Source: an optimization exercise on an open RTL-to-GDS flow (aim: small area, a short achievable clock period and few clock cycles per item). Production flows keep margins and buffers that such runs may drop. RTL that was checked went through simulation tests only; none was proved equivalent to the original. For run 1, only the layout was checked, not whether the RTL still works.

$ cat flow/config.mk
export PLATFORM = sky130hd
export DESIGN_NAME = rtc_seconds_to_calendar
export DESIGN_NICKNAME = rtc_seconds_to_calendar
export VERILOG_FILES = /design/flow/design.v
export SDC_FILE = /design/flow/constraint.sdc
export NUM_CORES = 4
export LEC_CHECK = 0
export CAP_MARGIN = 20
export CORE_MARGIN = 2
export CORE_UTILIZATION = 40
export PLACE_DENSITY = 0.6
export SLEW_MARGIN = 20
$ cat flow/constraint.sdc
create_clock -name core_clock -period 7.5 [get_ports {clk}]
set_input_delay 1.5000 -clock core_clock [delete_from_list [all_inputs] [get_ports {clk}]]
set_output_delay 1.5000 -clock core_clock [all_outputs]
set_load 0.01 [all_outputs]
$ cat flow/design.v
`timescale 1ns / 1ps
package rsc_pkg;
  localparam logic OP_CONVERT = 1'b0;
  localparam logic OP_SET     = 1'b1;
endpackage
`timescale 1ns / 1ps
module rsc_split (
  input  logic [27:0] x,
  output logic [11:0] ys,
  output logic [11:0] yc
);
  wire rs0 = x[0] ^ x[11] ^ x[16];
  wire rc0 = (x[0] & x[11]) | (x[0] & x[16]) | (x[11] & x[16]);
  wire rs1 = x[1] ^ x[10] ^ x[11];
  wire rc1 = (x[1] & x[10]) | (x[1] & x[11]) | (x[10] & x[11]);
  wire rs2 = x[2] ^ x[11];
  wire rc2 = x[2] & x[11];
  wire rs3 = x[3] ^ x[14];
  wire rc3 = x[3] & x[14];
  wire rs4 = x[4] ^ x[11];
  wire rc4 = x[4] & x[11];
  wire rs5 = x[5] ^ x[14];
  wire rc5 = x[5] & x[14];
  wire rs6 = x[20] ^ x[26] ^ x[27];
  wire rc6 = (x[20] & x[26]) | (x[20] & x[27]) | (x[26] & x[27]);
  wire rs7 = rs0 ^ x[9];
  wire rn0 = ~x[9];
  wire rc7 = rs0 & rn0;
  wire rs8 = x[17] ^ rc0 ^ rs1;
  wire rc8 = (x[17] & rc0) | (x[17] & rs1) | (rc0 & rs1);
  wire rs9 = x[9] ^ x[12] ^ x[15];
  wire rc9 = (x[9] & x[12]) | (x[9] & x[15]) | (x[12] & x[15]);
  wire rs10 = x[19] ^ x[22];
  wire rc10 = x[19] | x[22];
  wire rs11 = x[18] ^ x[20] ^ x[27];
  wire rc11 = (x[18] & x[20]) | (x[18] & x[27]) | (x[20] & x[27]);
  wire rn1 = ~x[13];
  wire rs12 = rc1 ^ rs2 ^ rn1;
  wire rc12 = (rc1 & rs2) | (rc1 & rn1) | (rs2 & rn1);
  wire rs13 = x[16] ^ x[23] ^ x[24];
  wire rc13 = (x[16] & x[23]) | (x[16] & x[24]) | (x[23] & x[24]);
  wire rs14 = x[20] ^ x[26] ^ rc2;
  wire rc14 = (x[20] & x[26]) | (x[20] & rc2) | (x[26] & rc2);
  wire rn2 = ~rs3;
  wire rs15 = rn2 ^ x[10] ^ x[17];
  wire rc15 = (rn2 & x[10]) | (rn2 & x[17]) | (x[10] & x[17]);
  wire rs16 = x[19] ^ x[21] ^ x[25];
  wire rc16 = (x[19] & x[21]) | (x[19] & x[25]) | (x[21] & x[25]);
  wire rs17 = x[14] ^ rc3 ^ rs4;
  wire rc17 = (x[14] & rc3) | (x[14] & rs4) | (rc3 & rs4);
  wire rs18 = x[12] ^ x[15] ^ x[18];
  wire rc18 = (x[12] & x[15]) | (x[12] & x[18]) | (x[15] & x[18]);
  wire rs19 = x[19] ^ x[22] ^ x[27];
  wire rc19 = (x[19] & x[22]) | (x[19] & x[27]) | (x[22] & x[27]);
  wire rs20 = x[20] ^ rc4 ^ rs5;
  wire rc20 = (x[20] & rc4) | (x[20] & rs5) | (rc4 & rs5);
  wire rs21 = x[9] ^ x[13] ^ x[15];
  wire rc21 = (x[9] & x[13]) | (x[9] & x[15]) | (x[13] & x[15]);
  wire rs22 = x[19] ^ x[23] ^ x[24];
  wire rc22 = (x[19] & x[23]) | (x[19] & x[24]) | (x[23] & x[24]);
  wire rs23 = x[6] ^ x[12] ^ x[16];
  wire rc23 = (x[6] & x[12]) | (x[6] & x[16]) | (x[12] & x[16]);
  wire rn3 = ~x[10];
  wire rs24 = x[27] ^ rc5 ^ rn3;
  wire rc24 = (x[27] & rc5) | (x[27] & rn3) | (rc5 & rn3);
  wire rs25 = x[21] ^ x[25] ^ x[26];
  wire rc25 = (x[21] & x[25]) | (x[21] & x[26]) | (x[25] & x[26]);
  wire rs26 = x[7] ^ x[13] ^ x[14];
  wire rc26 = (x[7] & x[13]) | (x[7] & x[14]) | (x[13] & x[14]);
  wire rs27 = x[17] ^ x[24] ^ rn0;
  wire rc27 = (x[17] & x[24]) | (x[17] & rn0) | (x[24] & rn0);
  wire rs28 = x[19] ^ x[22];
  wire rc28 = x[19] | x[22];
  wire rs29 = x[8] ^ x[18] ^ x[20];
  wire rc29 = (x[8] & x[18]) | (x[8] & x[20]) | (x[18] & x[20]);
  wire rn4 = ~x[25];
  wire rs30 = rn4 ^ x[10] ^ x[15];
  wire rc30 = (rn4 & x[10]) | (rn4 & x[15]) | (x[10] & x[15]);
  wire rs31 = x[23] ^ x[26];
  wire rc31 = x[23] | x[26];
  wire rn5 = ~rs6;
  wire rs32 = rn5 ^ x[15] ^ x[19];
  wire rc32 = (rn5 & x[15]) | (rn5 & x[19]) | (x[15] & x[19]);
  wire rs33 = rc6 ^ rc7 ^ rs8;
  wire rc33 = (rc6 & rc7) | (rc6 & rs8) | (rc7 & rs8);
  wire rs34 = rs10 ^ x[25];
  wire rc34 = rs10 & rn4;
  wire rs35 = rc8 ^ rs11 ^ rs12;
  wire rc35 = (rc8 & rs11) | (rc8 & rs12) | (rs11 & rs12);
  wire rs36 = rc9 ^ rc10 ^ rs13;
  wire rc36 = (rc9 & rc10) | (rc9 & rs13) | (rc10 & rs13);
  wire rs37 = rc11 ^ rc12 ^ rs14;
  wire rc37 = (rc11 & rc12) | (rc11 & rs14) | (rc12 & rs14);
  wire rs38 = rc13 ^ rs15 ^ rs16;
  wire rc38 = (rc13 & rs15) | (rc13 & rs16) | (rs15 & rs16);
  wire rn6 = ~rc15;
  wire rs39 = rc14 ^ rs17 ^ rn6;
  wire rc39 = (rc14 & rs17) | (rc14 & rn6) | (rs17 & rn6);
  wire rs40 = rc16 ^ rs18 ^ rs19;
  wire rc40 = (rc16 & rs18) | (rc16 & rs19) | (rs18 & rs19);
  wire rn7 = ~rc18;
  wire rs41 = rc17 ^ rs20 ^ rn7;
  wire rc41 = (rc17 & rs20) | (rc17 & rn7) | (rs20 & rn7);
  wire rs42 = rc19 ^ rs21 ^ rs22;
  wire rc42 = (rc19 & rs21) | (rc19 & rs22) | (rs21 & rs22);
  wire rs43 = rc20 ^ rs23 ^ rs24;
  wire rc43 = (rc20 & rs23) | (rc20 & rs24) | (rs23 & rs24);
  wire rs44 = rc21 ^ rc22 ^ rs25;
  wire rc44 = (rc21 & rc22) | (rc21 & rs25) | (rc22 & rs25);
  wire rs45 = rc23 ^ rc24 ^ rs26;
  wire rc45 = (rc23 & rc24) | (rc23 & rs26) | (rc24 & rs26);
  wire rn8 = ~rc25;
  wire rs46 = rs27 ^ rs28 ^ rn8;
  wire rc46 = (rs27 & rs28) | (rs27 & rn8) | (rs28 & rn8);
  wire rs47 = rc26 ^ rc27 ^ rs29;
  wire rc47 = (rc26 & rc27) | (rc26 & rs29) | (rc27 & rs29);
  wire rn9 = ~rs31;
  wire rs48 = rn9 ^ rc28 ^ rs30;
  wire rc48 = (rn9 & rc28) | (rn9 & rs30) | (rc28 & rs30);
  wire rs49 = rc29 ^ rc30;
  wire rn10 = ~rc30;
  wire rc49 = rc29 & rn10;
  wire rs50 = x[21] ^ x[24];
  wire rc50 = x[21] | x[24];
  wire rn11 = ~rs33;
  wire rs51 = rn11 ^ rs9 ^ rc32;
  wire rc51 = (rn11 & rs9) | (rn11 & rc32) | (rs9 & rc32);
  wire rs52 = rc33 ^ rc34 ^ rs35;
  wire rc52 = (rc33 & rc34) | (rc33 & rs35) | (rc34 & rs35);
  wire rn12 = ~rc36;
  wire rs53 = rc35 ^ rs37 ^ rn12;
  wire rc53 = (rc35 & rs37) | (rc35 & rn12) | (rs37 & rn12);
  wire rn13 = ~rc38;
  wire rs54 = rc37 ^ rs39 ^ rn13;
  wire rc54 = (rc37 & rs39) | (rc37 & rn13) | (rs39 & rn13);
  wire rn14 = ~rc40;
  wire rs55 = rc39 ^ rs41 ^ rn14;
  wire rc55 = (rc39 & rs41) | (rc39 & rn14) | (rs41 & rn14);
  wire rn15 = ~rc42;
  wire rs56 = rc41 ^ rs43 ^ rn15;
  wire rc56 = (rc41 & rs43) | (rc41 & rn15) | (rs43 & rn15);
  wire rs57 = rc43 ^ rs45 ^ rs46;
  wire rc57 = (rc43 & rs45) | (rc43 & rs46) | (rs45 & rs46);
  wire rs58 = rc45 ^ rc46 ^ rs47;
  wire rc58 = (rc45 & rc46) | (rc45 & rs47) | (rc46 & rs47);
  wire rn16 = ~rc47;
  wire rs59 = rn16 ^ rc31 ^ rc48;
  wire rc59 = (rn16 & rc31) | (rn16 & rc48) | (rc31 & rc48);
  wire rs60 = rs50 ^ rs7;
  wire rn17 = ~rs7;
  wire rc60 = rs50 & rn17;
  wire rs61 = rs34 ^ rc50 ^ rs51;
  wire rc61 = (rs34 & rc50) | (rs34 & rs51) | (rc50 & rs51);
  wire rn18 = ~rs52;
  wire rs62 = rn18 ^ rs36 ^ rc51;
  wire rc62 = (rn18 & rs36) | (rn18 & rc51) | (rs36 & rc51);
  wire rn19 = ~rs38;
  wire rs63 = rc52 ^ rs53 ^ rn19;
  wire rc63 = (rc52 & rs53) | (rc52 & rn19) | (rs53 & rn19);
  wire rn20 = ~rs40;
  wire rs64 = rc53 ^ rs54 ^ rn20;
  wire rc64 = (rc53 & rs54) | (rc53 & rn20) | (rs54 & rn20);
  wire rn21 = ~rs42;
  wire rs65 = rc54 ^ rs55 ^ rn21;
  wire rc65 = (rc54 & rs55) | (rc54 & rn21) | (rs55 & rn21);
  wire rn22 = ~rs44;
  wire rs66 = rc55 ^ rs56 ^ rn22;
  wire rc66 = (rc55 & rs56) | (rc55 & rn22) | (rs56 & rn22);
  wire rn23 = ~rc44;
  wire rs67 = rc56 ^ rs57 ^ rn23;
  wire rc67 = (rc56 & rs57) | (rc56 & rn23) | (rs57 & rn23);
  wire rn24 = ~rs48;
  wire rs68 = rc57 ^ rs58 ^ rn24;
  wire rc68 = (rc57 & rs58) | (rc57 & rn24) | (rs58 & rn24);
  wire rn25 = ~rc58;
  wire rs69 = rn25 ^ rs49 ^ rs59;
  wire rc69 = (rn25 & rs49) | (rn25 & rs59) | (rs49 & rs59);
  wire rs70 = rc49 ^ rc59;
  wire rn26 = ~rc59;
  wire rc70 = rc49 & rn26;
  assign ys = {rc70, ~rc69, rc68, rc67, rc66, rc65, rc64, rc63, ~rc62, ~rc61, rc60, ~rs32};
  assign yc = {1'b0, ~rs70, ~rs69, rs68, rs67, rs66, rs65, rs64, rs63, ~rs62, ~rs61, ~rs60};
endmodule
module rsc_mod15 (
  input  logic [31:0] v,
  output logic [3:0]  n
);
  wire ms0 = v[2] ^ v[6] ^ v[10];
  wire mc0 = (v[2] & v[6]) | (v[2] & v[10]) | (v[6] & v[10]);
  wire ms1 = v[3] ^ v[7] ^ v[11];
  wire mc1 = (v[3] & v[7]) | (v[3] & v[11]) | (v[7] & v[11]);
  wire ms2 = v[15] ^ v[19] ^ v[23];
  wire mc2 = (v[15] & v[19]) | (v[15] & v[23]) | (v[19] & v[23]);
  wire ms3 = v[4] ^ v[8] ^ v[12];
  wire mc3 = (v[4] & v[8]) | (v[4] & v[12]) | (v[8] & v[12]);
  wire ms4 = v[16] ^ v[20] ^ v[24];
  wire mc4 = (v[16] & v[20]) | (v[16] & v[24]) | (v[20] & v[24]);
  wire ms5 = v[5] ^ v[9] ^ v[13];
  wire mc5 = (v[5] & v[9]) | (v[5] & v[13]) | (v[9] & v[13]);
  wire ms6 = v[17] ^ v[21] ^ v[25];
  wire mc6 = (v[17] & v[21]) | (v[17] & v[25]) | (v[21] & v[25]);
  wire ms7 = v[14] ^ v[18] ^ v[22];
  wire mc7 = (v[14] & v[18]) | (v[14] & v[22]) | (v[18] & v[22]);
  wire ms8 = v[26] ^ v[30] ^ ms0;
  wire mc8 = (v[26] & v[30]) | (v[26] & ms0) | (v[30] & ms0);
  wire ms9 = v[27] ^ v[31] ^ mc0;
  wire mc9 = (v[27] & v[31]) | (v[27] & mc0) | (v[31] & mc0);
  wire ms10 = v[28] ^ mc1 ^ mc2;
  wire mc10 = (v[28] & mc1) | (v[28] & mc2) | (mc1 & mc2);
  wire ms11 = v[29] ^ mc3 ^ mc4;
  wire mc11 = (v[29] & mc3) | (v[29] & mc4) | (mc3 & mc4);
  wire ms12 = mc5 ^ mc6 ^ ms7;
  wire mc12 = (mc5 & mc6) | (mc5 & ms7) | (mc6 & ms7);
  wire ms13 = ms1 ^ ms2 ^ mc7;
  wire mc13 = (ms1 & ms2) | (ms1 & mc7) | (ms2 & mc7);
  wire ms14 = ms3 ^ ms4 ^ mc9;
  wire mc14 = (ms3 & ms4) | (ms3 & mc9) | (ms4 & mc9);
  wire ms15 = ms5 ^ ms6 ^ mc10;
  wire mc15 = (ms5 & ms6) | (ms5 & mc10) | (ms6 & mc10);
  wire ms16 = ms8 ^ mc11 ^ ms12;
  wire mc16 = (ms8 & mc11) | (ms8 & ms12) | (mc11 & ms12);
  wire ms17 = mc8 ^ ms9 ^ mc12;
  wire mc17 = (mc8 & ms9) | (mc8 & mc12) | (ms9 & mc12);
  wire ms18 = ms10 ^ mc13 ^ ms14;
  wire mc18 = (ms10 & mc13) | (ms10 & ms14) | (mc13 & ms14);
  wire ms19 = ms11 ^ mc14 ^ ms15;
  wire mc19 = (ms11 & mc14) | (ms11 & ms15) | (mc14 & ms15);
  wire ms20 = mc15 ^ ms16 ^ mc19;
  wire mc20 = (mc15 & ms16) | (mc15 & mc19) | (ms16 & mc19);
  wire ms21 = ms13 ^ mc16 ^ ms17;
  wire mc21 = (ms13 & mc16) | (ms13 & ms17) | (mc16 & ms17);
  wire ms22 = mc17 ^ ms18 ^ mc21;
  wire mc22 = (mc17 & ms18) | (mc17 & mc21) | (ms18 & mc21);
  wire ms23 = mc18 ^ ms19 ^ mc22;
  wire mc23 = (mc18 & ms19) | (mc18 & mc22) | (ms19 & mc22);
  logic [3:0] na, nb;
  logic [4:0] s;
  assign na = {ms23, ms22, mc20, ms20};
  assign nb = {1'b0, 1'b0, ms21, mc23};
  assign s = {1'b0, na} + {1'b0, nb};
  always_comb begin
    case (s)
      5'd0: n = 4'd0;
      5'd1: n = 4'd1;
      5'd2: n = 4'd2;
      5'd3: n = 4'd3;
      5'd4: n = 4'd4;
      5'd5: n = 4'd5;
      5'd6: n = 4'd6;
      5'd7: n = 4'd7;
      5'd8: n = 4'd8;
      5'd9: n = 4'd9;
      5'd10: n = 4'd10;
      5'd11: n = 4'd11;
      5'd12: n = 4'd12;
      5'd13: n = 4'd13;
      5'd14: n = 4'd14;
      5'd15: n = 4'd0;
      5'd16: n = 4'd1;
      5'd17: n = 4'd2;
      5'd18: n = 4'd3;
      5'd19: n = 4'd4;
      5'd20: n = 4'd5;
      5'd21: n = 4'd6;
      5'd22: n = 4'd7;
      5'd23: n = 4'd8;
      5'd24: n = 4'd9;
      5'd25: n = 4'd10;
      5'd26: n = 4'd11;
      5'd27: n = 4'd12;
      5'd28: n = 4'd13;
      5'd29: n = 4'd14;
      5'd30: n = 4'd0;
      default: n = 4'd0;
    endcase
  end
endmodule
module rsc_tabs (
  input  logic [11:0] y,
  input  logic [2:0]  d,
  output logic [4:0]  kb,
  output logic [4:0]  hour,
  output logic        hour0,
  output logic        hour23
);
  logic [17:0] e;
  wire t1 = (y[11] | (y[10] | (y[9] | (y[8] | (y[7] & (y[6] & (y[5] & (y[4] | (y[3] | (y[2] | (y[1] | (y[0] & 1'b1))))))))))));
  wire t2 = (y[11] | (y[10] | (y[9] | (y[8] & (y[7] & (y[6] & (y[5] | (y[4] | (y[3] | (y[2] | (y[1] & (y[0] | 1'b1))))))))))));
  wire t3 = (y[11] | (y[10] | (y[9] & (y[8] | (y[7] & (y[6] | (y[5] & (y[4] | (y[3] | (y[2] | (y[1] & (y[0] & 1'b1))))))))))));
  wire t4 = (y[11] | (y[10] | (y[9] & (y[8] & (y[7] & (y[6] | (y[5] | (y[4] | (y[3] | (y[2] & (y[1] | (y[0] | 1'b1))))))))))));
  wire t5 = (y[11] | (y[10] & (y[9] | (y[8] | (y[7] | (y[6] & (y[5] & (y[4] | (y[3] | (y[2] & (y[1] | (y[0] & 1'b1))))))))))));
  wire t6 = (y[11] | (y[10] & (y[9] | (y[8] & (y[7] | (y[6] & (y[5] | (y[4] | (y[3] | (y[2] & (y[1] & (y[0] | 1'b1))))))))))));
  wire t7 = (y[11] | (y[10] & (y[9] & (y[8] | (y[7] | (y[6] | (y[5] & (y[4] | (y[3] | (y[2] & (y[1] & (y[0] & 1'b1))))))))))));
  wire t8 = (y[11] | (y[10] & (y[9] & (y[8] & (y[7] | (y[6] | (y[5] | (y[4] | (y[3] & (y[2] | (y[1] | (y[0] | 1'b1))))))))))));
  wire t9 = (y[11] | (y[10] & (y[9] & (y[8] & (y[7] & (y[6] & (y[5] & (y[4] | (y[3] & (y[2] | (y[1] | (y[0] & 1'b1))))))))))));
  wire t10 = (y[11] & (y[10] | (y[9] | (y[8] | (y[7] & (y[6] & (y[5] | (y[4] | (y[3] & (y[2] | (y[1] & (y[0] | 1'b1))))))))))));
  wire t11 = (y[11] & (y[10] | (y[9] | (y[8] & (y[7] & (y[6] | (y[5] & (y[4] | (y[3] & (y[2] | (y[1] & (y[0] & 1'b1))))))))))));
  wire t12 = (y[11] & (y[10] | (y[9] & (y[8] | (y[7] & (y[6] | (y[5] | (y[4] | (y[3] & (y[2] & (y[1] | (y[0] | 1'b1))))))))))));
  wire t13 = (y[11] & (y[10] | (y[9] & (y[8] & (y[7] | (y[6] & (y[5] & (y[4] | (y[3] & (y[2] & (y[1] | (y[0] & 1'b1))))))))))));
  wire t14 = (y[11] & (y[10] & (y[9] | (y[8] | (y[7] | (y[6] & (y[5] | (y[4] | (y[3] & (y[2] & (y[1] & (y[0] | 1'b1))))))))))));
  wire t15 = (y[11] & (y[10] & (y[9] | (y[8] & (y[7] | (y[6] | (y[5] & (y[4] | (y[3] & (y[2] & (y[1] & (y[0] & 1'b1))))))))))));
  wire t16 = (y[11] & (y[10] & (y[9] & (y[8] | (y[7] | (y[6] | (y[5] | (y[4] & (y[3] | (y[2] | (y[1] | (y[0] | 1'b1))))))))))));
  wire t17 = (y[11] & (y[10] & (y[9] & (y[8] | (y[7] & (y[6] & (y[5] & (y[4] & (y[3] | (y[2] | (y[1] | (y[0] & 1'b1))))))))))));
  assign e[0] = 1'b1 & ~t1;
  assign e[1] = t1 & ~t2;
  assign e[2] = t2 & ~t3;
  assign e[3] = t3 & ~t4;
  assign e[4] = t4 & ~t5;
  assign e[5] = t5 & ~t6;
  assign e[6] = t6 & ~t7;
  assign e[7] = t7 & ~t8;
  assign e[8] = t8 & ~t9;
  assign e[9] = t9 & ~t10;
  assign e[10] = t10 & ~t11;
  assign e[11] = t11 & ~t12;
  assign e[12] = t12 & ~t13;
  assign e[13] = t13 & ~t14;
  assign e[14] = t14 & ~t15;
  assign e[15] = t15 & ~t16;
  assign e[16] = t16 & ~t17;
  assign e[17] = t17;
  assign kb[0] = e[1] | e[3] | e[5] | e[7] | e[9] | e[11] | e[13] | e[15] | e[17];
  assign kb[1] = e[2] | e[3] | e[6] | e[7] | e[10] | e[11] | e[14] | e[15];
  assign kb[2] = e[4] | e[5] | e[6] | e[7] | e[12] | e[13] | e[14] | e[15];
  assign kb[3] = e[8] | e[9] | e[10] | e[11] | e[12] | e[13] | e[14] | e[15];
  assign kb[4] = e[16] | e[17];
  always_comb begin
    case ({kb, d})
      8'd0: hour = 5'd0;
      8'd1: hour = 5'd9;
      8'd2: hour = 5'd18;
      8'd3: hour = 5'd3;
      8'd4: hour = 5'd12;
      8'd5: hour = 5'd21;
      8'd6: hour = 5'd6;
      8'd7: hour = 5'd15;
      8'd8: hour = 5'd1;
      8'd9: hour = 5'd10;
      8'd10: hour = 5'd19;
      8'd11: hour = 5'd4;
      8'd12: hour = 5'd13;
      8'd13: hour = 5'd22;
      8'd14: hour = 5'd7;
      8'd15: hour = 5'd16;
      8'd16: hour = 5'd2;
      8'd17: hour = 5'd11;
      8'd18: hour = 5'd20;
      8'd19: hour = 5'd5;
      8'd20: hour = 5'd14;
      8'd21: hour = 5'd23;
      8'd22: hour = 5'd8;
      8'd23: hour = 5'd17;
      8'd24: hour = 5'd3;
      8'd25: hour = 5'd12;
      8'd26: hour = 5'd21;
      8'd27: hour = 5'd6;
      8'd28: hour = 5'd15;
      8'd29: hour = 5'd0;
      8'd30: hour = 5'd9;
      8'd31: hour = 5'd18;
      8'd32: hour = 5'd4;
      8'd33: hour = 5'd13;
      8'd34: hour = 5'd22;
      8'd35: hour = 5'd7;
      8'd36: hour = 5'd16;
      8'd37: hour = 5'd1;
      8'd38: hour = 5'd10;
      8'd39: hour = 5'd19;
      8'd40: hour = 5'd5;
      8'd41: hour = 5'd14;
      8'd42: hour = 5'd23;
      8'd43: hour = 5'd8;
      8'd44: hour = 5'd17;
      8'd45: hour = 5'd2;
      8'd46: hour = 5'd11;
      8'd47: hour = 5'd20;
      8'd48: hour = 5'd6;
      8'd49: hour = 5'd15;
      8'd50: hour = 5'd0;
      8'd51: hour = 5'd9;
      8'd52: hour = 5'd18;
      8'd53: hour = 5'd3;
      8'd54: hour = 5'd12;
      8'd55: hour = 5'd21;
      8'd56: hour = 5'd7;
      8'd57: hour = 5'd16;
      8'd58: hour = 5'd1;
      8'd59: hour = 5'd10;
      8'd60: hour = 5'd19;
      8'd61: hour = 5'd4;
      8'd62: hour = 5'd13;
      8'd63: hour = 5'd22;
      8'd64: hour = 5'd8;
      8'd65: hour = 5'd17;
      8'd66: hour = 5'd2;
      8'd67: hour = 5'd11;
      8'd68: hour = 5'd20;
      8'd69: hour = 5'd5;
      8'd70: hour = 5'd14;
      8'd71: hour = 5'd23;
      8'd72: hour = 5'd9;
      8'd73: hour = 5'd18;
      8'd74: hour = 5'd3;
      8'd75: hour = 5'd12;
      8'd76: hour = 5'd21;
      8'd77: hour = 5'd6;
      8'd78: hour = 5'd15;
      8'd79: hour = 5'd0;
      8'd80: hour = 5'd10;
      8'd81: hour = 5'd19;
      8'd82: hour = 5'd4;
      8'd83: hour = 5'd13;
      8'd84: hour = 5'd22;
      8'd85: hour = 5'd7;
      8'd86: hour = 5'd16;
      8'd87: hour = 5'd1;
      8'd88: hour = 5'd11;
      8'd89: hour = 5'd20;
      8'd90: hour = 5'd5;
      8'd91: hour = 5'd14;
      8'd92: hour = 5'd23;
      8'd93: hour = 5'd8;
      8'd94: hour = 5'd17;
      8'd95: hour = 5'd2;
      8'd96: hour = 5'd12;
      8'd97: hour = 5'd21;
      8'd98: hour = 5'd6;
      8'd99: hour = 5'd15;
      8'd100: hour = 5'd0;
      8'd101: hour = 5'd9;
      8'd102: hour = 5'd18;
      8'd103: hour = 5'd3;
      8'd104: hour = 5'd13;
      8'd105: hour = 5'd22;
      8'd106: hour = 5'd7;
      8'd107: hour = 5'd16;
      8'd108: hour = 5'd1;
      8'd109: hour = 5'd10;
      8'd110: hour = 5'd19;
      8'd111: hour = 5'd4;
      8'd112: hour = 5'd14;
      8'd113: hour = 5'd23;
      8'd114: hour = 5'd8;
      8'd115: hour = 5'd17;
      8'd116: hour = 5'd2;
      8'd117: hour = 5'd11;
      8'd118: hour = 5'd20;
      8'd119: hour = 5'd5;
      8'd120: hour = 5'd15;
      8'd121: hour = 5'd0;
      8'd122: hour = 5'd9;
      8'd123: hour = 5'd18;
      8'd124: hour = 5'd3;
      8'd125: hour = 5'd12;
      8'd126: hour = 5'd21;
      8'd127: hour = 5'd6;
      8'd128: hour = 5'd16;
      8'd129: hour = 5'd1;
      8'd130: hour = 5'd10;
      8'd131: hour = 5'd19;
      8'd132: hour = 5'd4;
      8'd133: hour = 5'd13;
      8'd134: hour = 5'd22;
      8'd135: hour = 5'd7;
      8'd136: hour = 5'd17;
      8'd137: hour = 5'd2;
      8'd138: hour = 5'd11;
      8'd139: hour = 5'd20;
      8'd140: hour = 5'd5;
      8'd141: hour = 5'd14;
      8'd142: hour = 5'd23;
      8'd143: hour = 5'd8;
      default: hour = 5'd0;
    endcase
  end
  assign hour0 = (e[0] & (d == 3'd0)) | (e[3] & (d == 3'd5)) | (e[6] & (d == 3'd2)) | (e[9] & (d == 3'd7)) | (e[12] & (d == 3'd4)) | (e[15] & (d == 3'd1));
  assign hour23 = (e[2] & (d == 3'd5)) | (e[5] & (d == 3'd2)) | (e[8] & (d == 3'd7)) | (e[11] & (d == 3'd4)) | (e[14] & (d == 3'd1)) | (e[17] & (d == 3'd6));
endmodule
`timescale 1ns / 1ps
module rsc_date (
  input  logic [13:0] year,
  input  logic [3:0]  month,
  input  logic [4:0]  day,
  output logic [13:0] adv_year,
  output logic [3:0]  adv_month,
  output logic [4:0]  adv_day
);
  logic [11:0] w;
  logic [6:0]  r25;
  logic        div25;
  logic        leap;
  logic        last_day;
  always_comb begin
    w     = year[13:2];
    r25   = 7'(w[0]) + {w[1], 1'b0} + {w[2], 2'b0} + {w[3], 3'b0} + {w[4], 4'b0}
          + 7'({3{w[5]}}) + {w[6], w[6], w[6], 1'b0} + 7'({2{w[7]}}) + {w[8], w[8], 1'b0}
          + {w[9], w[9], 2'b0} + {w[10], w[10], 3'b0} + {w[11], 1'b0, w[11], w[11], w[11]};
    div25 = (r25 == 7'd0) || (r25 == 7'd25) || (r25 == 7'd50) || (r25 == 7'd75)
         || (r25 == 7'd100);
    leap  = (year[1:0] == 2'd0) && (!div25 || (year[3:2] == 2'd0));
    case (month)
      4'd2:                    last_day = (day[4:2] == 3'b111) && (day[1:0] != 2'd0 || !leap);
      4'd4, 4'd6, 4'd9, 4'd11: last_day = (day[4:1] == 4'b1111);
      default:                 last_day = (day == 5'd31);
    endcase
    adv_year  = year;
    adv_month = month;
    adv_day   = day + 5'd1;
    if (last_day) begin
      adv_day = 5'd1;
      if (month[3] && month[2]) begin
        adv_month = 4'd1;
        adv_year  = year + 14'd1;
      end else begin
        adv_month = month + 4'd1;
      end
    end
  end
endmodule
`timescale 1ns / 1ps
module rtc_seconds_to_calendar (
  input  logic          clk,
  input  logic          rst,
  input  logic          cmd_valid,
  output logic          cmd_stall,
  input  logic [72:0]   cmd,
  output logic          res_valid,
  input  logic          res_stall,
  output logic [56:0]   res
);
  logic [31:0] v;
  logic [11:0] ys, yc;
  logic [3:0]  n1;
  logic [39:0] conv_d;
  assign v = cmd[71:40];
  rsc_split u_split (
    .x  (v[31:4]),
    .ys (ys),
    .yc (yc)
  );
  rsc_mod15 u_mod15 (
    .v (v),
    .n (n1)
  );
  assign conv_d = {5'd0, n1, yc, ys, v[6:4], v[3:0]};
  logic        p1_valid;
  logic        p1_op;
  logic [39:0] p1_d;
  assign cmd_stall = res_valid && res_stall;
  always_ff @(posedge clk) begin
    if (rst) begin
      p1_valid <= 1'b0;
    end else if (!cmd_stall) begin
      p1_valid <= cmd_valid;
    end
  end
  always_ff @(posedge clk) begin
    if (!cmd_stall) begin
      p1_op <= cmd[72];
      p1_d  <= (cmd[72] == rsc_pkg::OP_SET) ? cmd[39:0] : conv_d;
    end
  end
  logic [3:0]  p1_vlo;
  logic [2:0]  p1_x3;
  logic [11:0] y;
  logic [3:0]  n;
  logic [2:0]  d;
  logic [4:0]  kb;
  logic [4:0]  c_hour;
  logic        hour0;
  logic        hour23;
  logic [5:0]  pm;
  logic [5:0]  c_minute;
  logic [5:0]  c_second;
  assign p1_vlo = p1_d[3:0];
  assign p1_x3  = p1_d[6:4];
  always_comb begin
    y  = p1_d[18:7] + p1_d[30:19];
    n  = p1_d[34:31];
    d  = p1_x3 - y[2:0];
  end
  rsc_tabs u_tabs (
    .y      (y),
    .d      (d),
    .kb     (kb),
    .hour   (c_hour),
    .hour0  (hour0),
    .hour23 (hour23)
  );
  always_comb begin
    c_second = {n, p1_vlo[1:0]};
    pm       = {n[1:0], n} - {p1_vlo[3:2], 2'b00, p1_vlo[3:2]} - {y[3:0], 2'b00};
    c_minute = {pm[5:2] + kb[3:0], pm[1:0]};
  end
  logic [13:0] year;
  logic [3:0]  month;
  logic [4:0]  day;
  logic        last23;
  logic [13:0] adv_year;
  logic [3:0]  adv_month;
  logic [4:0]  adv_day;
  logic [4:0]  r_hour;
  logic [5:0]  r_minute;
  logic [5:0]  r_second;
  logic [16:0] r_load;
  logic        take;
  logic        live;
  logic [16:0] set_load;
  rsc_date u_date (
    .year      (year),
    .month     (month),
    .day       (day),
    .adv_year  (adv_year),
    .adv_month (adv_month),
    .adv_day   (adv_day)
  );
  assign take = p1_valid && !cmd_stall;
  assign live = (year != 14'd0);
  assign set_load = 17'(p1_d[16:12]) * 17'd3600 + 17'(p1_d[11:6]) * 17'd60 + 17'(p1_d[5:0]);
  always_ff @(posedge clk) begin
    if (rst) begin
      res_valid <= 1'b0;
      year      <= '0;
      month     <= '0;
      day       <= '0;
      last23    <= 1'b0;
    end else begin
      if (!cmd_stall) res_valid <= p1_valid;
      if (take) begin
        if (p1_op == rsc_pkg::OP_SET) begin
          year  <= p1_d[39:26];
          month <= p1_d[25:22];
          day   <= p1_d[21:17];
        end else if (live) begin
          if (hour0 && last23) begin
            year  <= adv_year;
            month <= adv_month;
            day   <= adv_day;
          end
          last23 <= hour23;
        end
      end
    end
  end
  always_ff @(posedge clk) begin
    if (!cmd_stall) begin
      if (p1_op == rsc_pkg::OP_SET) begin
        r_hour   <= p1_d[16:12];
        r_minute <= p1_d[11:6];
        r_second <= p1_d[5:0];
        r_load   <= set_load;
      end else begin
        r_hour   <= c_hour;
        r_minute <= c_minute;
        r_second <= c_second;
        r_load   <= '0;
      end
    end
  end
  assign res = {year, month, day, r_hour, r_minute, r_second, r_load};
endmodule
$ cat flow/run.sh
#!/bin/bash
# synth_recipe.tcl (not shown) runs the flow's synth.tcl, then flattens the netlist and writes it again
# the make line also repeats each setting of config.mk as NAME=value (left out here)
make -C /OpenROAD-flow-scripts/flow DESIGN_CONFIG=/design/flow/config.mk WORK_HOME=/design/flow/orfs CLKGATE_MAP_FILE= SYNTH_SCRIPT=/design/flow/synth_recipe.tcl finish
==> results of run 1 <==
worst max-delay path, delay by kind of cell, from the launching register on:
family                     cells  cell delay (ns)
AOI/OAI and AO/OA              8             1.84
DFF                            1             0.60
and+or+nand+nor                3             1.28
xor gates and xnor gates       1             0.32
buffers and inverters          2             0.10
adders and majority gates      4             1.91
logic make-up (layout without fill, tap and decap cells):
logic type      Yosys count  count (layout)
compound gates          250             250
xor+xnor                 52              52
fa+ha+maj               230             230
buf+inv                 231             354
flops                   101             101
mux                      52              52
other cells               0               4
simple gates            262             262
metal layers:
metal  vias up  wire [um]
li1       4334          -
met1      4283      13600
met2       212      14000
met3        16       1540
met4         2        301
met5         -          9
how the worst max path moves through the flow:
stage	startpoint	end	slack [ns]
final	year[8]	year[6]	1.34
after global routing	year[8]	year[6]	0.90
after CTS	year[8]	year[6]	1.38
after detailed placement	cmd[46]	p1_d[32]	1.10
after global placement	cmd[53]	p1_d[32]	1.19
after floorplan	cmd[42]	p1_d[33]	1.94
per-stage QoR:
stage,setup slack [ns],instances
after floorplan,1.94,1178
after global placement,1.19,1669
after detailed placement,1.10,1669
after CTS,1.38,1685
after global routing,0.900,1685
final,1.34,1689
final cells by class:
class,count,area share (%)
Sequential cell,101,20.5
Multi-Input combinational cell,846,58.1
Timing Repair Buffer,140,10.2
Antenna cell,4,0.0740
Clock buffer,11,1.79
Clock inverter,5,0.259
Inverter,198,5.49
Tap cell,384,3.55
cells in the mapped netlist (all sizes together), types with 3 or more instances:
master   count  area (sq um)
inv        198           743
fa         115          2300
ha         115          1440
edfxtp      75          2250
nor2        75           284
nand2       66           250
a21oi       53           269
o21ai       47           243
xnor2       40           350
mux2        30           338
dfxtp       26           521
nand3       23           115
mux2i       22           220
nor3        18           111
o211ai      18           159
a211oi      17           138
and2        17           109
clkbuf      17          65.1
a21o        16           120
buf         16          76.3
o21bai      13          97.6
xor2        12           105
a22oi       11          82.6
nand2b      10          62.6
and3         9          56.3
nand4        9          56.3
o22ai        9          56.3
or3          9          56.3
a31oi        8          50.1
a221o        6          60.1
a311oi       6          70.1
nor4         6          43.8
or2          5          31.3
a32oi        4          35.0
nor3b        4          41.3
a2111oi      3          32.5
a222oi       3          30.0
o211a        3          30.0
o21a         3          22.5
o2bb2ai      3          26.3
o31ai        3          22.5
o32ai        3          33.8
o41ai        3          33.8
flip-flops by register name, indices dropped and copies added (netlist names), 4 cells and up:
name,count
r_second,6
month,4
year,14
r_hour,5
r_minute,6
day,5
p1_d,40
r_load,17
==> results_dict.tcl, run 1 <==
set metrics [dict create \
    run_status "finished clean" \
    first_pass_iters 8 \
    arrival_ns 6.41 \
    synthXorXnorAreaFrac_pct 3.96 \
    synth_area_per_cell_sq_um 9.77 \
    routed_wl_mm 29.5 \
    met1_usage_pct 27.5 \
    cts_buffer_depth 2 \
    worstPathMaxFanout 12 \
    port_buffers 135 \
    placed_cell_area_sq_mm 0.0132 \
    initial_core_util_pct 40.3 \
    drv_slew 0 \
    synth_top_family_by_area "adder cells" \
    worstPathCellList "fa_1, fa_1, inv_1, fa_1, inv_1, ha_1, a21o_1, a21oi_1, xor2_1, nand4_1, o41ai_1, a32oi_1, o211ai_1, a41oi_1, nor2_1, nor2_1, a21o_1, a221o_1" \
    cts_inserted_buffers 9 \
    min_path_cells 0 \
    cp_slowest_cell "nor2_1" \
    drc 0 \
    setup_tns_ns 0 \
    synth_cell_types 86 \
    place.gp.congestion 0.881 \
    synthFlopType "edfxtp_1" \
    syn_to_final_growth_pct 17.5 \
    netlist_instances 1178 \
    layout_commonest_cell "inv_1" \
    hold_start "p1_d[1]" \
    grt_start_max_net_pins 71 \
    regToRegEndpoint "year[6]" \
    yosys.area_share.simple_pct 11.5 \
    grt_pass1_wl_mm 47.8 \
    cts.repair.resized 0 \
    clock_skew_ns 0.0166 \
    final_cell_mix "197 x inv_1, 134 x clkdlybuf4s50_1, 115 x fa_1, 115 x ha_1, 75 x edfxtp_1" \
    synth_fa_ha_area_share_pct 32.5 \
    reg2reg_setup_slack_ns 1.34 \
    rsz0062_at_grt "false" \
    hold-worst-slack_ns 0.455 \
    rows 62 \
    synthArstFlopShare_pct 0 \
    vias 8847 \
    max_stage_delay_ns 0.80 \
    wl_per_cell_um 17.5 \
    setup_viol 0 \
    routed_via_density 5.24 \
    drtIter0Drc 531 \
    rr_startpoint "year[8]" \
    seq_area_sq_mm 0.00277 \
    busiest_layer "met2" \
    grt_use_total_pct 19.9 \
    fmax_mhz 162 \
    hpwl_mm 24.1 \
    cap_violations 0 \
    syn-cell-area_sq_mm 0.0115 \
    design_area_sq_mm 0.0135 \
    overflow 0 \
    h-tree-depth 3 \
    hold_violations 0 \
    final_net_count 1603 \
    synth_edf_count 75 \
    multi_input_area_sq_mm 0.00786 \
    cpMostUsedCell "fa_1" \
    antenna_found_initial 5 \
    post-route-period-util_pct 82.2 \
    io-pin-count 136 \
    cts_hold_buf 0 \
    cts_tree "done" \
    tightest_slew_ns 0.928 \
    fillers 2755 \
    worst_ep_required_time_ns 7.75 \
    chipWidth_um 174 \
    die_h_um 174 \
    core_area_sq_mm 0.0285 \
    utilization_pct 47.4 \
    crit_type "flop to flop" \
    use_met2_pct 33.1 \
    ant_nets 0 \
    relSlewSlack_pct 38.1 \
    grtUsageMet3_pct 3.51 \
    drive_gt1_share_pct 6.00 \
    synth.area.mux_share_pct 4.85 \
    clock_latency_ns 0.35 \
    synth-seq-area-share_pct 24.1 \
    min_to "r_second[1]" \
    ys_warn_count 4 \
    yosys_register_bits 101 \
    worstSetupEndpointType "flop" \
    clockRootBuffer "clkbuf_16" \
    fin_crit_ns 6.16 \
    cts.sinks 101 \
    syn-num-nets 1485 \
    r2r_cells 18 \
    cp-start-kind "flop" \
    die_area_sq_mm 0.0301 \
    grt_pass1_vias 8972 \
    cts_setup_buffers 0 \
    clk_pin_slew_worst_paths_ns 0.08 \
    synth-compound-area-share_pct 15.4 \
    min-delay-path-class "flop to flop" \
]
==> run 2, diff against run 1 <==
--- a/flow/design.v
+++ b/flow/design.v
@@ -481,15 +481,12 @@
   input  logic [13:0] year,
   input  logic [3:0]  month,
   input  logic [4:0]  day,
-  output logic [13:0] adv_year,
-  output logic [3:0]  adv_month,
-  output logic [4:0]  adv_day
+  output logic        last_day
 );
   logic [11:0] w;
   logic [6:0]  r25;
   logic        div25;
   logic        leap;
-  logic        last_day;
   always_comb begin
     w     = year[13:2];
     r25   = 7'(w[0]) + {w[1], 1'b0} + {w[2], 2'b0} + {w[3], 3'b0} + {w[4], 4'b0}
@@ -503,18 +500,6 @@
       4'd4, 4'd6, 4'd9, 4'd11: last_day = (day[4:1] == 4'b1111);
       default:                 last_day = (day == 5'd31);
     endcase
-    adv_year  = year;
-    adv_month = month;
-    adv_day   = day + 5'd1;
-    if (last_day) begin
-      adv_day = 5'd1;
-      if (month[3] && month[2]) begin
-        adv_month = 4'd1;
-        adv_year  = year + 14'd1;
-      end else begin
-        adv_month = month + 4'd1;
-      end
-    end
   end
 endmodule
 `timescale 1ns / 1ps
@@ -596,27 +581,31 @@
   logic [3:0]  month;
   logic [4:0]  day;
   logic        last23;
-  logic [13:0] adv_year;
-  logic [3:0]  adv_month;
-  logic [4:0]  adv_day;
+  logic        last_day;
+  logic        src_last_day;
+  logic        take;
+  logic        take_set;
+  logic        live;
+  logic        advance;
+  logic [16:0] set_load;
   logic [4:0]  r_hour;
   logic [5:0]  r_minute;
   logic [5:0]  r_second;
   logic [16:0] r_load;
-  logic        take;
-  logic        live;
-  logic [16:0] set_load;
+  assign take     = p1_valid && !cmd_stall;
+  assign take_set = take && (p1_op == rsc_pkg::OP_SET);
+  assign live     = (year != 14'd0);
+  assign advance  = live && last23 && last_day && hour0;
+  assign set_load = (17'(p1_d[16:12]) << 12) - (17'(p1_d[16:12]) << 9) + (17'(p1_d[16:12]) << 4) + (17'(p1_d[11:6]) << 6) - (17'(p1_d[11:6]) << 2) + 17'(p1_d[5:0]);
   rsc_date u_date (
-    .year      (year),
-    .month     (month),
-    .day       (day),
-    .adv_year  (adv_year),
-    .adv_month (adv_month),
-    .adv_day   (adv_day)
+    .year     (take_set ? p1_d[39:26] : year),
+    .month    (take_set ? p1_d[25:22] : month),
+    .day      (take_set ? p1_d[21:17] : day),
+    .last_day (src_last_day)
   );
-  assign take = p1_valid && !cmd_stall;
-  assign live = (year != 14'd0);
-  assign set_load = 17'(p1_d[16:12]) * 17'd3600 + 17'(p1_d[11:6]) * 17'd60 + 17'(p1_d[5:0]);
+  always_ff @(posedge clk) begin
+    last_day <= src_last_day;
+  end
   always_ff @(posedge clk) begin
     if (rst) begin
       res_valid <= 1'b0;
@@ -631,13 +620,19 @@
           year  <= p1_d[39:26];
           month <= p1_d[25:22];
           day   <= p1_d[21:17];
-        end else if (live) begin
-          if (hour0 && last23) begin
-            year  <= adv_year;
-            month <= adv_month;
-            day   <= adv_day;
+        end else begin
+          if (advance) begin
+            day <= 5'd1;
+            if (month[3] && month[2]) begin
+              month <= 4'd1;
+              year  <= year + 14'd1;
+            end else begin
+              month <= month + 4'd1;
+            end
+          end else if (live && last23 && hour0) begin
+            day <= day + 5'd1;
           end
-          last23 <= hour23;
+          if (live) last23 <= hour23;
         end
       end
     end
==> run 2 against run 1 <==
Net effect:
- still clean
- non-clock buffer count up 5
- cell count down 0.30%
- setup slack worse by 0.33 ns
- maximum frequency down 5.1%
- via count down 0.36%
- critical endpoint is now last_day
==> results_dict.tcl, run 2 <==
set metrics [dict create \
    run_status "finished clean" \
    clk_pin_slew_worst_paths_ns 0.08 \
    netlist_instances 1187 \
    relSlewSlack_pct 29.7 \
    worst_ep_required_time_ns 7.75 \
    cts_tree "done" \
    top_register "p1_d" \
    worstPathCellList "clkdlybuf4s50_1, nand2_4, nand2_1, nor2_1, buf_4, nand2_1, nand2_1, fa_1, fa_1, inv_1, fa_1, inv_1, ha_1, a21o_1, a21oi_1, xnor2_1, or4b_2, a21oi_1, a21oi_1, a21oi_1, o21ai_0, a222oi_1" \
    rr_startpoint "p1_d[19]" \
    synth_top_area_share_pct 20.1 \
    drc 0 \
    layout_commonest_cell "inv_1" \
    grt_pass1_vias 8751 \
    port_buffers 135 \
    grt_start_max_net_pins 78 \
    routed_wl_mm 29.4 \
    place.gp.congestion 0.956 \
    chipWidth_um 172 \
    worstSetupEndpoint "last_day" \
    setup.worst_path.start "res_stall" \
    cts.repair.resized 0 \
    insertedDiodeCount 0 \
    synthArstFlopShare_pct 0 \
    die_h_um 172 \
    reg2reg_setup_slack_ns 1.69 \
    synth_area_per_cell_sq_um 9.46 \
    largest_reg_flops 40 \
    synth_fa_ha_area_share_pct 28.8 \
    final_net_count 1573 \
    h-tree-depth 3 \
    hpwl_mm 23.8 \
    rsz0062_at_grt "false" \
    post-route-period-util_pct 86.6 \
    cpMostUsedCell "a21oi_1" \
    drtIter0Drc 680 \
    fin_crit_ns 6.50 \
    vias 8815 \
    syn-num-nets 1459 \
    fin_cells 1684 \
    initial_core_util_pct 40.5 \
    ant_nets 0 \
    r2r_cells 21 \
    largestRegisters "p1_d x40, r_load x17, year x14" \
    synth_top_family_by_area "adder cells" \
    cp-start-kind "input pin" \
    synthFlopType "edfxtp_1" \
    fmax_mhz 154 \
    min-delay-path-class "flop to flop" \
    core_area_sq_mm 0.0277 \
    cp_num_cells 22 \
    final_cell_mix "205 x inv_1, 133 x clkdlybuf4s50_1, 105 x fa_1" \
    syn_to_final_growth_pct 17.6 \
    synth_edf_count 75 \
    hold-worst-slack_ns 0.450 \
    cts_buffer_depth 2 \
    yosysTopAreaCell "edfxtp_1" \
    cts_hold_buf 0 \
    synth_common_cells "205 x inv_1, 105 x fa_1, 90 x ha_1, 90 x nand2_1, 75 x edfxtp_1" \
    fillers 2594 \
    cp_slowest_cell "or4b_2" \
    io-pin-count 136 \
    clockRootBuffer "clkbuf_16" \
    overflow 0 \
    syn-cell-area_sq_mm 0.0112 \
    regToRegEndpoint "r_minute[5]" \
    cap_violations 0 \
    worstPathMaxFanout 12 \
    rows 61 \
    arrival_ns 6.75 \
    antenna_found_initial 0 \
    max_stage_delay_ns 0.66 \
    worst-path-buf-inv 4 \
    die_area_sq_mm 0.0294 \
    worstSetupEndpointType "flop" \
    synth-compound-area-share_pct 14.7 \
    ys_warn_count 4 \
    cts_setup_buffers 0 \
    drv_slew 0 \
    wl_per_cell_um 17.5 \
    setup_tns_ns 0 \
    synth_cell_types 86 \
    synth.area.mux_share_pct 5.53 \
    clock_skew_ns 0.00937 \
    synthTopCellsByArea "edfxtp_1 20%, fa_1 19%, ha_1 10%, inv_1 6.9%, dfxtp_1 4.8%" \
    cp_top_family "adder cells" \
    routed_via_density 5.23 \
    first_pass_iters 5 \
    grt_pass1_wl_mm 47.0 \
    cts.sinks 102 \
    cts_inserted_buffers 9 \
    tightest_slew_ns 1.05 \
    yosys_register_bits 102 \
    crit_type "input pin to flop" \
    clock_latency_ns 0.36 \
    dp_cells 1668 \
    hold_violations 0 \
    drive_gt1_share_pct 6.51 \
    setup_viol 0 \
    synthXorXnorAreaFrac_pct 3.43 \
    yosys.area_share.simple_pct 14.0 \
    yosysMostFrequentCell "inv_1" \
    synth-seq-area-share_pct 24.9 \
    grt_use_total_pct 20.6 \
]
run 2: changes by cell type after synthesis, moves of 8 or more:
cell      delta
nand2_1     +25
ha_1        -25
a31oi_1     +12
xnor2_1      -8
o21bai_1    -10
clkbuf_1    +12
o22ai_1      -8
fa_1        -10
inv_1        +8
a22oi_1      -8
nor3_1      +11
o21ai_0      +8
nor2_1      -21
nand3_1     +16
run 2: final cells by class:
cell class	instances	area (sq um)	share of cell area [%]
clock buffer	9	225	1.71
multi-input combinational	838	7460	56.5
timing repair buffer	145	1420	10.7
inverter	205	769	5.83
clock inverter	7	62.6	0.474
tap	378	473	3.58
sequential	102	2790	21.2
run 2: worst reg2reg max path, stage by stage, from the launching register on:
cell and delay, ns:
edfxtp_1 0.53, ha_1 0.28, fa_1 0.42, a21o_1 0.24
a221oi_4 0.46, a2111oi_2 0.17, a311oi_4 0.69, nor2_1 0.26
o211ai_1 0.18, o2111ai_1 0.25, a2111oi_4 0.41, buf_4 0.26
inv_1 0.11, ha_1 0.22, a21o_1 0.17, a21oi_1 0.16
xnor2_1 0.15, xnor2_1 0.15, xnor2_1 0.15, xnor2_1 0.08
nand2_1 0.06, o21ai_0 0.10
run 2: routing by layer:
metal / vias up / part of all wire (%) / GRT usage, %
li1: 4317 / - / -
met1: 4232 / 48 / 30.4
met2: 241 / 46 / 32.1
met3: 25 / 4.9 / 2.28
met4: 0 / 1.7 / 5.16
met5: - / 0 / 0
run 2: cells by family after synthesis:
group	Yosys count
compound gates	233
xor+xnor	44
fa+ha+maj	195
buf+inv	247
flops	102
mux	57
simple gates	309
run 2: worst min path at each step:
stage / endpoint / depth (start not counted) / start
after floorplan: r_second[0] / 0 / p1_d[0]
after global placement: r_second[1] / 0 / p1_d[1]
after detailed placement: r_second[1] / 0 / p1_d[1]
after CTS: r_second[1] / 0 / p1_d[1]
after global routing: r_second[1] / 0 / p1_d[1]
final: r_second[1] / 0 / p1_d[1]
run 2: through the flow:
stage               area [sq um]  worst slack [ns]  util, %
floorplan                  11200            0.0774        -
detailed placement         12900             0.658     46.6
global route               13200             0.641     47.6
CTS                        13200              1.02     47.6
global placement           12900             0.818     46.6
finish                     13200              1.00     47.6
Testbench counts of run 2, summed over its fixed seeds: cycles 32,016, items 32,000.
==> run 3, diff against run 2 <==
--- a/flow/config.mk
+++ b/flow/config.mk
@@ -5,8 +5,10 @@
 export SDC_FILE = /design/flow/constraint.sdc
 export NUM_CORES = 4
 export LEC_CHECK = 0
+export ABC_CLOCK_PERIOD_IN_PS = 4000
 export CAP_MARGIN = 20
 export CORE_MARGIN = 2
 export CORE_UTILIZATION = 40
 export PLACE_DENSITY = 0.6
+export SETUP_SLACK_MARGIN = 3.0
 export SLEW_MARGIN = 20
==> run 3 against run 2 <==
Net effect:
- first-iteration DRC count grew 15%
- critical endpoint unchanged
- count of clock-buffer cells in the layout did not move
- highest routed layer is now met5
- die area stayed put
==> results_dict.tcl, run 3 <==
set metrics [dict create \
    syn-num-nets 1459 \
    utilization_pct 51.3 \
    die_h_um 172 \
    antenna_found_initial 1 \
    grt_pass1_wl_mm 48.0 \
    fillers 2558 \
    placed_cell_area_sq_mm 0.0131 \
    hpwl_mm 24.3 \
    largestRegisters "p1_d x40, r_load x17, year x14" \
    netlist_instances 1187 \
    worstSetupEndpointType "flop" \
    grt_start_max_net_pins 50 \
    crit_type "input pin to flop" \
    grt_use_total_pct 21.2 \
    cts_inserted_buffers 9 \
    overflow 0 \
    worstPathMaxFanout 5 \
    cp-start-kind "input pin" \
    tightest_slew_ns 1.07 \
    die_area_sq_mm 0.0294 \
    run_status "finished clean" \
    layout_commonest_cell "inv_1" \
    initial_core_util_pct 40.5 \
    synth_cell_types 86 \
    routed_via_density 5.27 \
    vias 9156 \
    h-tree-depth 3 \
    min-delay-path-class "flop to flop" \
    drive_gt1_share_pct 18.9 \
    clockRootBuffer "clkbuf_16" \
    cts_buffer_depth 2 \
    drc 0 \
    yosysMostFrequentCell "inv_1" \
    setup_viol 0 \
    insertedDiodeCount 0 \
    hold_violations 0 \
    synthArstFlopShare_pct 0 \
    io-pin-count 136 \
    post-route-period-util_pct 73.4 \
    chipWidth_um 172 \
    place.gp.congestion 0.940 \
    routed_wl_mm 31.0 \
    rsz0062_at_grt "true" \
    cts_tree "done" \
    synth_area_per_cell_sq_um 9.46 \
    fmax_mhz 182 \
    final_net_count 1625 \
    rows 61 \
    synth_top_area_share_pct 20.1 \
    clock_skew_ns 0.0156 \
    arrival_ns 5.76 \
    syn_to_final_growth_pct 26.7 \
    setup_tns_ns 0 \
    drtIter0Drc 783 \
    worst_ep_required_time_ns 7.76 \
    design_area_sq_mm 0.0142 \
    drv_slew 0 \
    cts.sinks 102 \
    ant_nets 0 \
    synthTopCellsByArea "edfxtp_1 20%, fa_1 19%, ha_1 10%, inv_1 6.9%, dfxtp_1 4.8%" \
    synth-seq-area-share_pct 24.9 \
    yosysTopAreaCell "edfxtp_1" \
    syn-cell-area_sq_mm 0.0112 \
    grt_pass1_vias 8836 \
    clk_pin_slew_worst_paths_ns 0.08 \
    wl_per_cell_um 17.8 \
    synthFlopType "edfxtp_1" \
    first_pass_iters 6 \
    synth_edf_count 75 \
    final_cell_mix "188 x inv_1, 107 x clkdlybuf4s50_1, 92 x fa_1" \
    ys_warn_count 4 \
    core_area_sq_mm 0.0277 \
    port_buffers 135 \
    top_register "p1_d" \
    synth_common_cells "205 x inv_1, 105 x fa_1, 90 x ha_1, 90 x nand2_1, 75 x edfxtp_1" \
    clock_latency_ns 0.36 \
    yosys_register_bits 102 \
    largest_reg_flops 40 \
    hold-worst-slack_ns 0.463 \
    fin_crit_ns 5.51 \
    relSlewSlack_pct 28.6 \
    cap_violations 0 \
]
==> run 3: cell types whose count changed in the layout (fill, tap and decap cells not counted), sizes merged <==
cell and change:
clkbuf +1, clkdlybuf4s50 -26, xnor2 +1, nor2 +1, dlygate4sd2 +8, nand3 +1, buf +60, clkdlybuf4s15 +6
==> run 3: area by class of cell <==
type / count / area, sq um / share of cell area (%)
clock buffers: 9 / 225 / 1.58
clock inverters: 7 / 62.6 / 0.440
inverters: 205 / 772 / 5.43
multi-input cells: 841 / 8060 / 56.7
flip-flops and latches: 102 / 2790 / 19.6
well taps: 378 / 473 / 3.33
repair buffers: 194 / 1830 / 12.9
==> run 3: worst max-delay path, stage by stage <==
cell,delay [ns]
buf_4,0.11
nand2_8,0.07
nand2_8,0.11
nor2_4,0.07
buf_6,0.13
nand2_1,0.08
and2_4,0.16
inv_2,0.04
fa_1,0.52
inv_1,0.05
fa_2,0.52
fa_1,0.40
inv_1,0.07
ha_2,0.18
inv_2,0.04
fa_2,0.45
nand2b_4,0.15
or4b_4,0.48
a21oi_2,0.14
a21oi_2,0.06
a21oi_2,0.11
o21ai_1,0.07
a222oi_1,0.23
==> run 3: routing by layer <==
layer	GRT usage, %	vias up	wire (um)
met5	0	-	13
met4	6.04	2	635
met3	3.15	36	1460
met2	34.5	272	14500
met1	29.4	4423	14300
li1	-	4423	-
==> run 3: cells by family after synthesis <==
group	synth area share (%)
mux	5.53
buf+inv	8.75
simple gates	14.0
fa+ha+maj	28.8
compound gates	14.7
xor+xnor	3.43
flops	24.9
==> run 3: worst paths after layout <==
kind / start / to / slack (ns) / cells past startpoint
max: res_stall / last_day / 1.99 / 23
min: p1_d[1] / r_second[1] / 0.46 / 0
max reg2reg: p1_op / last_day / 2.28 / 21
min reg2reg: p1_d[1] / r_second[1] / 0.46 / 0
==> run 3: per-stage QoR <==
step	cells	setup slack, ns
after global placement	1666	1.02
after global routing	1736	1.78
after CTS	1716	1.97
after detailed placement	1666	0.928
final	1736	1.99
after floorplan	1187	1.45
==> run 3: what timing repair did <==
action / 4_1_cts / 5_1_grt
pin swaps: 50 / 40
endpoints found under the setup margin: 47 / 15
resized for setup: 139 / 55
gates cloned: 2 / 2
endpoints found under the hold margin: 0 / 0
hold buffers: 0 / 0
buffers inserted: 32 / 18

[afterwards: timing with drivers on the ports]
How much do the figures lean on ideal ports? The routed layouts below were timed once more, with nothing changed but the port constraints. Step 1 assumes that a clkbuf_16 drives the clock port and a buf_2 every other input. Step 2 times the ports against the registers' clock, not the clock port: input delays grow and output delays shrink by t, the midpoint of the rising clock arrivals with the driver on. Three values: ideal, step 1, step 2; two values: the first two.
| run | t, ns | setup slack, ns | hold WS [ns] | worst register clock-pin slew, ns | worst data-port slew with drivers (ns) |
|---|---|---|---|---|---|
| run 1 | 0.391 | 1.338 / 1.338 / 1.108 | 0.455 / 0.455 / 0.455 | 0.08 / 0.08 | 0.08 |
| run 2 | 0.397 | 1.003 / 1.025 / 0.628 | 0.450 / 0.450 / 0.450 | 0.08 / 0.08 | 0.04 |
| run 3 | 0.400 | 1.991 / 2.011 / 1.611 | 0.463 / 0.463 / 0.463 | 0.09 / 0.09 | 0.07 |
After both steps setup and hold are still met in every run listed. The setup slack of run 3, which loses most, moves by +0.020 ns with the drivers and by -0.380 ns with both steps.
